This design comes from an exercise in tuning for small area, a short achievable clock period and few clock cycles on the open sky130 flow, not from production work.
In this exercise RTL edits were held to simulation tests only and were not proved equivalent to the original.

[flow/run.sh]
#!/bin/bash
# synth_recipe.tcl (not shown) runs the flow's synth.tcl, then flattens the netlist and writes it again
# the make line also repeats each setting of config.mk as NAME=value (left out here)
make -C /OpenROAD-flow-scripts/flow DESIGN_CONFIG=/design/flow/config.mk WORK_HOME=/design/flow/orfs CLKGATE_MAP_FILE= SYNTH_SCRIPT=/design/flow/synth_recipe.tcl finish
[flow/config.mk]
export PLATFORM = sky130hd
export DESIGN_NAME = exec_core
export DESIGN_NICKNAME = exec_core
export VERILOG_FILES = /design/flow/design.v
export SDC_FILE = /design/flow/constraint.sdc
export NUM_CORES = 8
export LEC_CHECK = 0
export CAP_MARGIN = 20
export CORE_MARGIN = 2
export CORE_UTILIZATION = 30
export SLEW_MARGIN = 20
[flow/constraint.sdc]
create_clock -name core_clock -period 125.0 [get_ports {clk}]
set_input_delay 25.0000 -clock core_clock [delete_from_list [all_inputs] [get_ports {clk}]]
set_output_delay 25.0000 -clock core_clock [all_outputs]
set_load 0.01 [all_outputs]
[flow/design.v]
package mips_pkg;
  typedef logic [31:0] word_t;
  typedef logic [4:0]  reg_idx_t;
  localparam int RETIRE_CREDIT_MAX = 4;
endpackage
`timescale 1ns/1ps
module control_unit (
  input  logic [31:0] w,
  output logic        c_add,       
  output logic        c_sub,       
  output logic        c_slt,
  output logic        c_and,
  output logic        c_or,
  output logic        c_sll,
  output logic        c_sra,
  output logic        c_lui,
  output logic        c_mfhi,
  output logic        c_mflo,
  output logic        c_mult,
  output logic        c_div,
  output logic        c_lw,
  output logic        c_sw,
  output logic        c_imm,       
  output logic        c_zext,      
  output logic        c_j,         
  output logic        c_jal,
  output logic        c_jr,
  output logic        c_beq,
  output logic        c_bne,
  output logic        c_blez,
  output logic        c_bgtz,
  output logic        c_bltz,
  output logic        c_syscall,
  output logic        c_illegal,
  output logic        c_wr_en,
  output logic        c_rd_dst     
);
  logic [5:0] op;
  logic [5:0] fn;
  logic       sp;
  assign op = w[31:26];
  assign fn = w[5:0];
  assign sp = (op == 6'h00);
  logic s_add, s_sub, s_and, s_or, s_slt, s_sll, s_sra, s_mult, s_div, s_mfhi, s_mflo, s_jr, s_sys;
  logic i_addi, i_andi, i_ori, i_lui, i_lw, i_sw;
  assign s_add  = sp && (fn == 6'h20 || fn == 6'h21);
  assign s_sub  = sp && (fn == 6'h22 || fn == 6'h23);
  assign s_and  = sp && (fn == 6'h24);
  assign s_or   = sp && (fn == 6'h25);
  assign s_slt  = sp && (fn == 6'h2a);
  assign s_sll  = sp && (fn == 6'h00);
  assign s_sra  = sp && (fn == 6'h03);
  assign s_mult = sp && (fn == 6'h18);
  assign s_div  = sp && (fn == 6'h1a);
  assign s_mfhi = sp && (fn == 6'h10);
  assign s_mflo = sp && (fn == 6'h12);
  assign s_jr   = sp && (fn == 6'h08);
  assign s_sys  = sp && (fn == 6'h0c);
  assign i_addi = (op == 6'h08 || op == 6'h09);
  assign i_andi = (op == 6'h0c);
  assign i_ori  = (op == 6'h0d);
  assign i_lui  = (op == 6'h0f);
  assign i_lw   = (op == 6'h23);
  assign i_sw   = (op == 6'h2b);
  assign c_add     = s_add || i_addi || i_lw || i_sw;
  assign c_sub     = s_sub;
  assign c_slt     = s_slt;
  assign c_and     = s_and || i_andi;
  assign c_or      = s_or || i_ori;
  assign c_sll     = s_sll;
  assign c_sra     = s_sra;
  assign c_lui     = i_lui;
  assign c_mfhi    = s_mfhi;
  assign c_mflo    = s_mflo;
  assign c_mult    = s_mult;
  assign c_div     = s_div;
  assign c_lw      = i_lw;
  assign c_sw      = i_sw;
  assign c_imm     = i_addi || i_andi || i_ori || i_lw || i_sw;
  assign c_zext    = i_andi || i_ori;
  assign c_j       = (op == 6'h02) || (op == 6'h03);
  assign c_jal     = (op == 6'h03);
  assign c_jr      = s_jr;
  assign c_beq     = (op == 6'h04);
  assign c_bne     = (op == 6'h05);
  assign c_blez    = (op == 6'h06);
  assign c_bgtz    = (op == 6'h07);
  assign c_bltz    = (op == 6'h01) && (w[20:16] == 5'd0);
  assign c_syscall = s_sys;
  assign c_rd_dst  = sp;
  assign c_wr_en   = s_add || s_sub || s_and || s_or || s_slt || s_sll || s_sra || s_mfhi || s_mflo ||
                     i_addi || i_andi || i_ori || i_lui || i_lw || c_jal;
  assign c_illegal = !(c_wr_en || s_mult || s_div || s_jr || s_sys || i_sw || c_j ||
                       c_beq || c_bne || c_blez || c_bgtz || c_bltz);
endmodule
`timescale 1ns/1ps
module reg_file (
  input  logic        clk,
  input  logic        arst_n,
  input  logic [4:0]  ra,
  input  logic [4:0]  rb,
  output logic [31:0] da,
  output logic [31:0] db,
  input  logic        we,
  input  logic [4:0]  wa,
  input  logic [31:0] wd
);
  logic [31:0] gpr [1:31];
  logic [31:1] vld;
  always_ff @(posedge clk or negedge arst_n) begin
    if (!arst_n) vld <= '0;
    else if (we && wa != 5'd0) vld[wa] <= 1'b1;
  end
  always_ff @(posedge clk) begin
    if (we && wa != 5'd0) gpr[wa] <= wd;
  end
  always_comb begin
    da = '0;
    db = '0;
    for (int i = 1; i < 32; i++) begin
      da = da | ({32{ra == i && vld[i]}} & gpr[i]);
      db = db | ({32{rb == i && vld[i]}} & gpr[i]);
    end
  end
endmodule
`timescale 1ns/1ps
module alu (
  input  logic [31:0] a,
  input  logic [31:0] b,
  input  logic [31:0] w,
  input  logic        c_add,
  input  logic        c_sub,
  input  logic        c_slt,
  input  logic        c_and,
  input  logic        c_or,
  input  logic        c_sll,
  input  logic        c_sra,
  input  logic        c_lui,
  input  logic        c_imm,
  input  logic        c_zext,
  output logic [31:0] sum,
  output logic [31:0] result
);
  logic [31:0] imm;
  logic [31:0] opb;
  logic        sub;
  logic [31:0] shl;
  logic [31:0] shr;
  logic        lt;
  assign imm = c_zext ? {16'h0000, w[15:0]} : {{16{w[15]}}, w[15:0]};
  assign opb = c_imm ? imm : b;
  assign sub = c_sub || c_slt;
  assign sum = a + (sub ? ~opb : opb) + {31'd0, sub};
  assign lt  = (a[31] != b[31]) ? a[31] : sum[31];
  assign shl = b << w[10:6];
  assign shr = $signed(b) >>> w[10:6];
  always_comb begin
    result = '0;
    if (c_add || c_sub) result = result | sum;
    if (c_and)          result = result | (a & opb);
    if (c_or)           result = result | (a | opb);
    if (c_slt)          result = result | {31'd0, lt};
    if (c_sll)          result = result | shl;
    if (c_sra)          result = result | shr;
    if (c_lui)          result = result | {w[15:0], 16'h0000};
  end
endmodule
module muldiv (
  input  logic        clk,
  input  logic        arst_n,
  input  logic        start,
  input  logic        is_div,
  input  logic [31:0] a,
  input  logic [31:0] b,
  input  logic        rd_lo,
  output logic [31:0] rd_val,
  output logic        busy,
  output logic        busy_next
);
  logic [31:0] hi, lo;       
  logic [32:0] d;            
  logic [31:0] m;            
  logic [4:0]  cnt;          
  logic        div_mode;
  logic        hi_neg, lo_neg;
  logic        zero;         
  logic        sa, sb;
  logic [31:0] ua, ub;
  logic [5:0]  la, lb;
  logic        bz;
  logic [5:0]  jd;
  logic        a_lt_b;
  logic [4:0]  j1;
  logic [4:0]  shamt;
  logic [32:0] ub_sh;
  logic [4:0]  cnt_init;
  function automatic [5:0] lzc32(input [31:0] v);
    integer i;
    begin
      lzc32 = 6'd32;
      for (i = 0; i < 32; i = i + 1) if (v[i]) lzc32 = 31 - i;
    end
  endfunction
  assign sa = a[31];
  assign sb = b[31];
  assign ua = sa ? (~a + 32'd1) : a;
  assign ub = sb ? (~b + 32'd1) : b;
  assign la = lzc32(ua);
  assign lb = lzc32(ub);
  assign bz = lb[5];
  assign jd = lb - la;                
  assign a_lt_b = la > lb;
  assign j1 = jd[4:0] | 5'd1;         
  assign shamt = is_div ? j1 : {lb[4:2], 2'b00};
  assign ub_sh = {1'b0, ub} << shamt;
  assign cnt_init = is_div ? ((bz || a_lt_b) ? 5'd0 : ({1'b0, j1[4:1]} + 5'd1))
                           : ((bz || la[5]) ? 5'd0 : (5'd8 - {2'b00, lb[4:2]}));
  logic [32:0] r0, r1, r2;
  logic [32:0] t1, t2;
  logic        q1, q2;
  logic [63:0] prod;
  logic [35:0] pp;
  assign r0 = {1'b0, hi};
  assign t1 = r0 - d;
  assign q1 = !t1[32] && !d[32];
  assign r1 = q1 ? t1 : r0;
  assign t2 = r1 - {1'b0, d[32:1]};
  assign q2 = !t2[32];
  assign r2 = q2 ? t2 : r1;
  assign prod = {hi, lo} << 4;
  assign pp   = ({4'd0, m} & {36{d[28]}}) + ({3'd0, m, 1'd0} & {36{d[29]}}) +
                ({2'd0, m, 2'd0} & {36{d[30]}}) + ({1'd0, m, 3'd0} & {36{d[31]}});
  always_ff @(posedge clk or negedge arst_n) begin
    if (!arst_n) begin
      cnt  <= '0;
      zero <= 1'b1;
    end else if (start) begin
      cnt  <= cnt_init;
      zero <= 1'b0;
    end else if (cnt != 5'd0) begin
      cnt <= cnt - 5'd1;
    end
  end
  always_ff @(posedge clk) begin
    if (start) begin
      div_mode <= is_div;
      m        <= ua;
      d        <= ub_sh;
      if (is_div) begin
        hi     <= ua;
        lo     <= bz ? 32'hffff_ffff : 32'd0;
        hi_neg <= sa;
        lo_neg <= (sa ^ sb) && !bz;
      end else begin
        hi     <= '0;
        lo     <= '0;
        hi_neg <= sa ^ sb;
        lo_neg <= sa ^ sb;
      end
    end else if (cnt != 5'd0) begin
      if (div_mode) begin
        hi <= r2[31:0];
        lo <= {lo[29:0], q1, q2};
        d  <= {2'b00, d[32:2]};
      end else begin
        {hi, lo} <= prod + {28'd0, pp};
        d        <= {1'b0, d[27:0], 4'h0};
      end
    end
  end
  logic [31:0] val;
  logic        neg;
  logic        cin;
  assign val    = rd_lo ? lo : hi;
  assign neg    = rd_lo ? lo_neg : hi_neg;
  assign cin    = rd_lo || div_mode || (lo == 32'd0);
  assign rd_val = zero ? 32'd0 : ((val ^ {32{neg}}) + {31'd0, neg && cin});
  assign busy      = (cnt != 5'd0);
  assign busy_next = start ? (cnt_init != 5'd0) : (cnt > 5'd1);
endmodule
`timescale 1ns/1ps
module branch_unit (
  input  logic [31:0] pc,
  input  logic [31:0] w,
  input  logic [31:0] a,
  input  logic [31:0] b,
  input  logic        c_j,
  input  logic        c_jr,
  input  logic        c_beq,
  input  logic        c_bne,
  input  logic        c_blez,
  input  logic        c_bgtz,
  input  logic        c_bltz,
  output logic [31:0] next_pc,
  output logic [31:0] pc4
);
  logic [31:0] target;
  logic        eq;
  logic        az;
  logic        taken;
  assign pc4    = pc + 32'd4;
  assign target = pc4 + {{14{w[15]}}, w[15:0], 2'b00};
  assign eq     = (a == b);
  assign az     = (a == 32'd0);
  assign taken  = (c_beq && eq) || (c_bne && !eq) || (c_blez && (a[31] || az)) ||
                  (c_bgtz && !a[31] && !az) || (c_bltz && a[31]);
  always_comb begin
    if (c_jr)       next_pc = a;
    else if (c_j)   next_pc = {pc4[31:28], w[25:0], 2'b00};
    else if (taken) next_pc = target;
    else            next_pc = pc4;
  end
endmodule
`timescale 1ns/1ps
module data_mem (
  input  logic        clk,
  input  logic [5:0]  ra,
  output logic [31:0] rd,
  input  logic        we,
  input  logic [5:0]  wa,
  input  logic [31:0] wd
);
  logic [31:0] mem [64];
  always_ff @(posedge clk) begin
    if (we) mem[wa] <= wd;
  end
  assign rd = mem[ra];
endmodule
`timescale 1ns/1ps
module exec_core (
  input  logic     clk,
  input  logic     arst_n,
  input  logic     instr_valid,
  input  mips_pkg::word_t    instr_word,
  input  mips_pkg::word_t    instr_pc,
  output logic     instr_credit,
  output logic     retire_valid,
  output mips_pkg::word_t    retire_pc,
  output mips_pkg::word_t    retire_next_pc,
  output logic     retire_wr_en,
  output mips_pkg::reg_idx_t retire_wr_idx,
  output mips_pkg::word_t    retire_wr_data,
  output logic     retire_store,
  output mips_pkg::word_t    retire_addr,
  output mips_pkg::word_t    retire_store_data,
  output logic     retire_syscall,
  output logic     retire_illegal,
  input  logic     retire_credit
);
  logic        ir_v;
  logic [31:0] ir_w;
  logic [31:0] ir_pc;
  logic        cq;           
  logic        fc;           
  logic        r_v;
  logic [2:0]  rc;           
  logic [31:0] r_pc, r_npc, r_data, r_addr;
  logic        r_wen, r_store, r_sys, r_ill;
  logic [4:0]  r_widx;
  logic c_add, c_sub, c_slt, c_and, c_or, c_sll, c_sra, c_lui, c_mfhi, c_mflo;
  logic c_mult, c_div, c_lw, c_sw, c_imm, c_zext, c_j, c_jal, c_jr;
  logic c_beq, c_bne, c_blez, c_bgtz, c_bltz, c_syscall, c_illegal, c_wr_en, c_rd_dst;
  control_unit u_dec (
    .w(ir_w), .c_add(c_add), .c_sub(c_sub), .c_slt(c_slt), .c_and(c_and), .c_or(c_or),
    .c_sll(c_sll), .c_sra(c_sra), .c_lui(c_lui), .c_mfhi(c_mfhi), .c_mflo(c_mflo),
    .c_mult(c_mult), .c_div(c_div), .c_lw(c_lw), .c_sw(c_sw), .c_imm(c_imm), .c_zext(c_zext),
    .c_j(c_j), .c_jal(c_jal), .c_jr(c_jr), .c_beq(c_beq), .c_bne(c_bne), .c_blez(c_blez),
    .c_bgtz(c_bgtz), .c_bltz(c_bltz), .c_syscall(c_syscall), .c_illegal(c_illegal),
    .c_wr_en(c_wr_en), .c_rd_dst(c_rd_dst)
  );
  logic md_busy, md_busy_next;
  logic stall;
  logic x_go;
  logic [2:0] rc_next;
  logic ir_v_next, fc_next;
  logic [31:0] w_next;
  logic nx_mf, x_go_next;
  assign stall = (c_mfhi || c_mflo) && md_busy;
  assign x_go  = ir_v && !stall && (rc > {2'b00, r_v});
  always_comb begin
    rc_next = rc;
    if (retire_credit && !r_v && rc != 3'd4) rc_next = rc + 3'd1;
    else if (!retire_credit && r_v)          rc_next = rc - 3'd1;
  end
  assign ir_v_next = instr_valid || (ir_v && !x_go);
  assign fc_next   = (fc || cq) && !instr_valid;
  assign w_next    = instr_valid ? instr_word : ir_w;
  assign nx_mf     = (w_next[31:26] == 6'h00) && (w_next[5:4] == 2'b01) && (w_next[3:0] == 4'h0 || w_next[3:0] == 4'h2);
  assign x_go_next = !(nx_mf && md_busy_next) && (rc_next > {2'b00, x_go});
  always_ff @(posedge clk or negedge arst_n) begin
    if (!arst_n) begin
      ir_v <= 1'b0;
      cq   <= 1'b0;
      fc   <= 1'b0;
      r_v  <= 1'b0;
      rc   <= 3'd0;
    end else begin
      ir_v <= ir_v_next;
      fc   <= fc_next;
      cq   <= !fc_next && (!ir_v_next || x_go_next);
      r_v  <= x_go;
      rc   <= rc_next;
    end
  end
  always_ff @(posedge clk) begin
    if (!ir_v || x_go) begin
      ir_w  <= instr_word;
      ir_pc <= instr_pc;
    end
  end
  logic [31:0] rs_val, rt_val;
  logic [31:0] sum, alu_res;
  logic [31:0] next_pc, pc4;
  logic [31:0] mem_rd;
  logic [31:0] md_val;
  logic [31:0] wr_data;
  logic [4:0]  wr_idx;
  assign wr_idx = c_jal ? 5'd31 : (c_rd_dst ? ir_w[15:11] : ir_w[20:16]);
  reg_file u_rf (
    .clk(clk), .arst_n(arst_n),
    .ra(ir_w[25:21]), .rb(ir_w[20:16]), .da(rs_val), .db(rt_val),
    .we(x_go && c_wr_en), .wa(wr_idx), .wd(wr_data)
  );
  alu u_alu (
    .a(rs_val), .b(rt_val), .w(ir_w),
    .c_add(c_add), .c_sub(c_sub), .c_slt(c_slt), .c_and(c_and), .c_or(c_or),
    .c_sll(c_sll), .c_sra(c_sra), .c_lui(c_lui), .c_imm(c_imm), .c_zext(c_zext),
    .sum(sum), .result(alu_res)
  );
  branch_unit u_br (
    .pc(ir_pc), .w(ir_w), .a(rs_val), .b(rt_val),
    .c_j(c_j), .c_jr(c_jr), .c_beq(c_beq), .c_bne(c_bne), .c_blez(c_blez),
    .c_bgtz(c_bgtz), .c_bltz(c_bltz), .next_pc(next_pc), .pc4(pc4)
  );
  data_mem u_dm (
    .clk(clk), .ra(sum[7:2]), .rd(mem_rd),
    .we(x_go && c_sw), .wa(sum[7:2]), .wd(rt_val)
  );
  muldiv u_md (
    .clk(clk), .arst_n(arst_n),
    .start(x_go && (c_mult || c_div)), .is_div(c_div),
    .a(rs_val), .b(rt_val), .rd_lo(c_mflo), .rd_val(md_val),
    .busy(md_busy), .busy_next(md_busy_next)
  );
  always_comb begin
    if (c_lw)                 wr_data = mem_rd;
    else if (c_jal)           wr_data = pc4;
    else if (c_mfhi || c_mflo) wr_data = md_val;
    else                      wr_data = alu_res;
  end
  always_ff @(posedge clk) begin
    r_pc    <= ir_pc;
    r_npc   <= next_pc;
    r_data  <= c_sw ? rt_val : wr_data;
    r_addr  <= sum;
    r_wen   <= c_wr_en;
    r_widx  <= wr_idx;
    r_store <= c_sw;
    r_sys   <= c_syscall;
    r_ill   <= c_illegal;
  end
  assign instr_credit      = cq;
  assign retire_valid      = r_v;
  assign retire_pc         = r_pc;
  assign retire_next_pc    = r_npc;
  assign retire_wr_en      = r_wen;
  assign retire_wr_idx     = r_widx;
  assign retire_wr_data    = r_data;
  assign retire_store      = r_store;
  assign retire_addr       = r_addr;
  assign retire_store_data = r_data;
  assign retire_syscall    = r_sys;
  assign retire_illegal    = r_ill;
endmodule
==> impl_metrics.json <==
{
  "grt_pass1_wl_um": 950000,
  "max_freq_ghz": 0.0370,
  "finish.utilization_pct": 34.9,
  "synthDistinctLibCells": 109,
  "wl_per_cell_um": 35.8,
  "seqPwrFrac_pct": 28.7,
  "synth_nets": 12530,
  "final_cell_mix": "edfxtp_1, a22oi_1, nand2_1",
  "holdPathStages": 1,
  "finalSetupTns_ns": 0,
  "port-buffer-count": 238,
  "criticalPathCategory": "reg -> out",
  "antenna_found_initial": 95,
  "clockBufferDepth": 4,
  "hpwl_um": 439000,
  "switching_power_mw": 2.18,
  "place.gp.congestion": 1.01,
  "die_h_um": 728,
  "power_leakage_nw": 60.0,
  "dominantRegCellSynth": "edfxtp_1",
  "power.share.clock_pct": 21.4,
  "ios": 239,
  "postRouteAntennaNets": 0,
  "async_flop_share_pct": 1.29,
  "min_period_over_period_pct": 21.6,
  "critPathMaxFanout": 7,
  "tightest_slew_ns": 1.32,
  "clk_latency_ns": 1.07,
  "rsz0062_at_grt": "no",
  "via_per_inst": 6.29,
  "postCtsResizedCells": 0,
  "yosys.area.top_type": "edfxtp_1",
  "cp_top_family": "buffers and inverters",
  "worstSetupStartpointType": "register",
  "place_inst": 19017,
  "grt_pass1_vias": 113059,
  "die-area_um2": 529000,
  "dr.pass1.iters": 13,
  "instances_no_fill": 19764,
  "crit_chain": "clkdlybuf4s50_1",
  "cts_made_buffers": 361,
  "finalPower_mw": 4.99,
  "cts_setup_buffers": 0,
  "synth_area_per_cell_um2": 12.9,
  "ys_seq_elements": 3417,
  "die_w_um": 728,
  "layout-drive-gt1-share_pct": 11.7,
  "grt_max_degree": 102,
  "tritoncts": "yes",
  "cts-root-buf": "clkbuf_16",
  "grt.overflow.total": 0,
  "layout_commonest_cell": "edfxtp_1",
  "status": "finished clean",
  "drtIter0Drc": 23808,
  "worstSetupEndpoint": "retire_valid",
  "worstSetupStartpoint": "r_v",
  "fp-row-count": 265,
  "synth_top_area_share_pct": 61.9,
  "period_minus_slack_ns": 27.01,
  "initial_core_util_pct": 30.1,
  "yosys_warnings": 6,
  "wl_um": 708000,
  "fill_cells": 50448,
  "drv_slew": 0,
  "syn_inst": 12164,
  "cts_sinks": 3417,
  "combPwrFrac_pct": 49.9,
  "required_ns": 100.00,
  "ctsHoldBuffers": 0,
  "clk_pin_slew_ns": 0.06,
  "htreeDepth": 5,
  "seq_area_frac_synth_pct": 64.3,
  "swShare_pct": 43.7,
  "end_kind": "output port",
  "r2r_cells": 29,
  "holdCritPathClass": "reg -> reg",
  "core_area_um2": 521000,
  "internal-power_mw": 2.81,
  "hold_violations": 0,
  "p_per_area_nw_per_um2": 27.4,
  "gr-usage-all-layers_pct": 25.4,
  "num-nets-final": 12808,
  "reg2reg_to": "u_rf.gpr[11][27]",
  "worst_r2r_startpoint": "ir_w[20]",
  "critPathBufInv": 1,
  "syn_area_um2": 157000,
  "relSlewSlack_pct": 11.3,
  "drc_errors": 0,
  "syn_to_final_growth_pct": 15.9,
  "vdd_drop_max_v": 0.0000372,
  "synth_edf_count": 3236,
  "skew_ns": 0.113,
  "synth_area_leaders": "edfxtp_1, a22oi_1, ha_1",
  "r2r_slack_ns": 113.60,
  "max_stage_delay_ns": 0.60,
  "via_count": 124411,
  "cp.depth": 1,
  "worst_path_max_delay_cell": "clkdlybuf4s50_1",
  "setup_viol": 0,
  "cp.arrival_ns": 2.01,
  "drv_cap": 0
}
[metrics by stage]
step | hold WS (ns) | setup WS, ns | instance area (um2)
final | 0.521 | 97.99 | 182000
after global routing | 0.549 | 97.95 | 182000
after CTS | 0.521 | 97.95 | 182000
after detailed placement | 0.510 | 98.24 | 170000
after global placement | 0.509 | 98.24 | 170000
after floorplan | 0.369 | 99.00 | 157000
[synthesized netlist by cell type (52+ instances only)]
library cell  number
a2111oi_0         90
a211oi_1          60
a21o_1            70
a21oi_1          419
a221oi_1         119
a222oi_1          93
a22o_1            97
a22oi_1         1251
a31oi_1          113
a41oi_1           66
and2_1           109
and3_1           317
buf_1            143
buf_2            170
clkbuf_1         510
dfxtp_1          137
edfxtp_1        3236
fa_1              66
ha_1             232
inv_1            229
mux2_2           110
mux2i_1          176
nand2_1          711
nand2b_1          55
nand3_1          544
nand4_1          269
nor2_1           651
nor2b_1           58
nor3_1           222
nor4_1            94
o211ai_1          52
o21ai_0          437
or3_1             65
or4_1             57
xnor2_1          276
xor2_1           136
[cell families (layout without fill, tap and decap cells)]
logic type	Yosys count	in the layout	synth area share, %
simple gates	3343	3343	10.8
fa+ha+maj	300	300	2.70
compound gates	3286	3286	14.9
xor+xnor	412	412	2.30
flops	3417	3417	64.3
mux	289	289	1.95
buf+inv	1117	1677	2.96
other cells	0	98	0
[registers in the layout, summed over array words and instances, names as in the netlist, 3 cells and up]
name / cells
ir_pc: 32
ir_w: 32
r_addr: 32
r_data: 32
r_npc: 32
r_pc: 32
r_widx: 5
rc: 3
u_dm.mem: 2048
u_md.cnt: 5
u_md.d: 33
u_md.hi: 32
u_md.lo: 32
u_md.m: 32
u_rf.gpr: 992
u_rf.vld: 31
[layer usage]
layer | share of wire (%) | track usage [%]
met3 | 15 | 10.1
met2 | 41 | 36.6
met4 | 8.2 | 15.9
met5 | 0.14 | 0.726
met1 | 36 | 31.7
[power by group through the flow]
stage	sequential (mW)	clock [mW]	combinational (mW)
final	1.43	1.07	2.49
after global routing	1.43	1.12	2.66
after CTS	1.43	1.08	2.44
after detailed placement	1.45	0	2.42
after global placement	1.45	0	2.41
after floorplan	1.43	0	1.56
[worst min-delay path by stage]
stage                    from        end  slack (ns)
finish              u_md.zero  u_md.zero        0.52
global route        u_md.zero  u_md.zero        0.55
CTS                 u_md.zero  u_md.zero        0.52
detailed placement  u_md.zero  u_md.zero        0.51
global placement    u_md.zero  u_md.zero        0.51
floorplan           ir_pc[31]   r_pc[31]        0.37
[area by class of cell]
type | instances | area (um2) | share of cell area, %
Antenna cell | 98 | 245 | 0.135
Multi-Input combinational cell | 7630 | 52900 | 29.1
Timing Repair Buffer | 790 | 6720 | 3.69
Tap cell | 6942 | 8690 | 4.77
Inverter | 242 | 911 | 0.500
Sequential cell | 3417 | 101000 | 55.5
Clock inverter | 202 | 2060 | 1.13
Clock buffer | 443 | 9460 | 5.20
Testbench counts, summed over its fixed seeds: cycles 16,279.

[afterwards: timing with drivers on the ports]
No port has a modelled driver above. Below, the same layout with a new extraction and two added sets of constraints.
Step 1 assumes that a clkbuf_16 drives the clock port and a buf_2 every other input.
Step 2 moves the port delays by t, midway between the first and last clock arrival at a register: inputs arrive t later, outputs are due t later. That takes back most of the time a late clock gives input paths.
Slacks: no drivers / after step 1 / after step 2; pairs: no drivers / after step 1.
t (ns): 1.129
setup slack, ns: 97.986 / 97.870 / 98.136
worst setup path after step 2: input to register
After both steps this run still meets setup and hold. For this run, drivers alone change the setup slack by -0.116 ns; drivers and shift together by +0.150 ns.
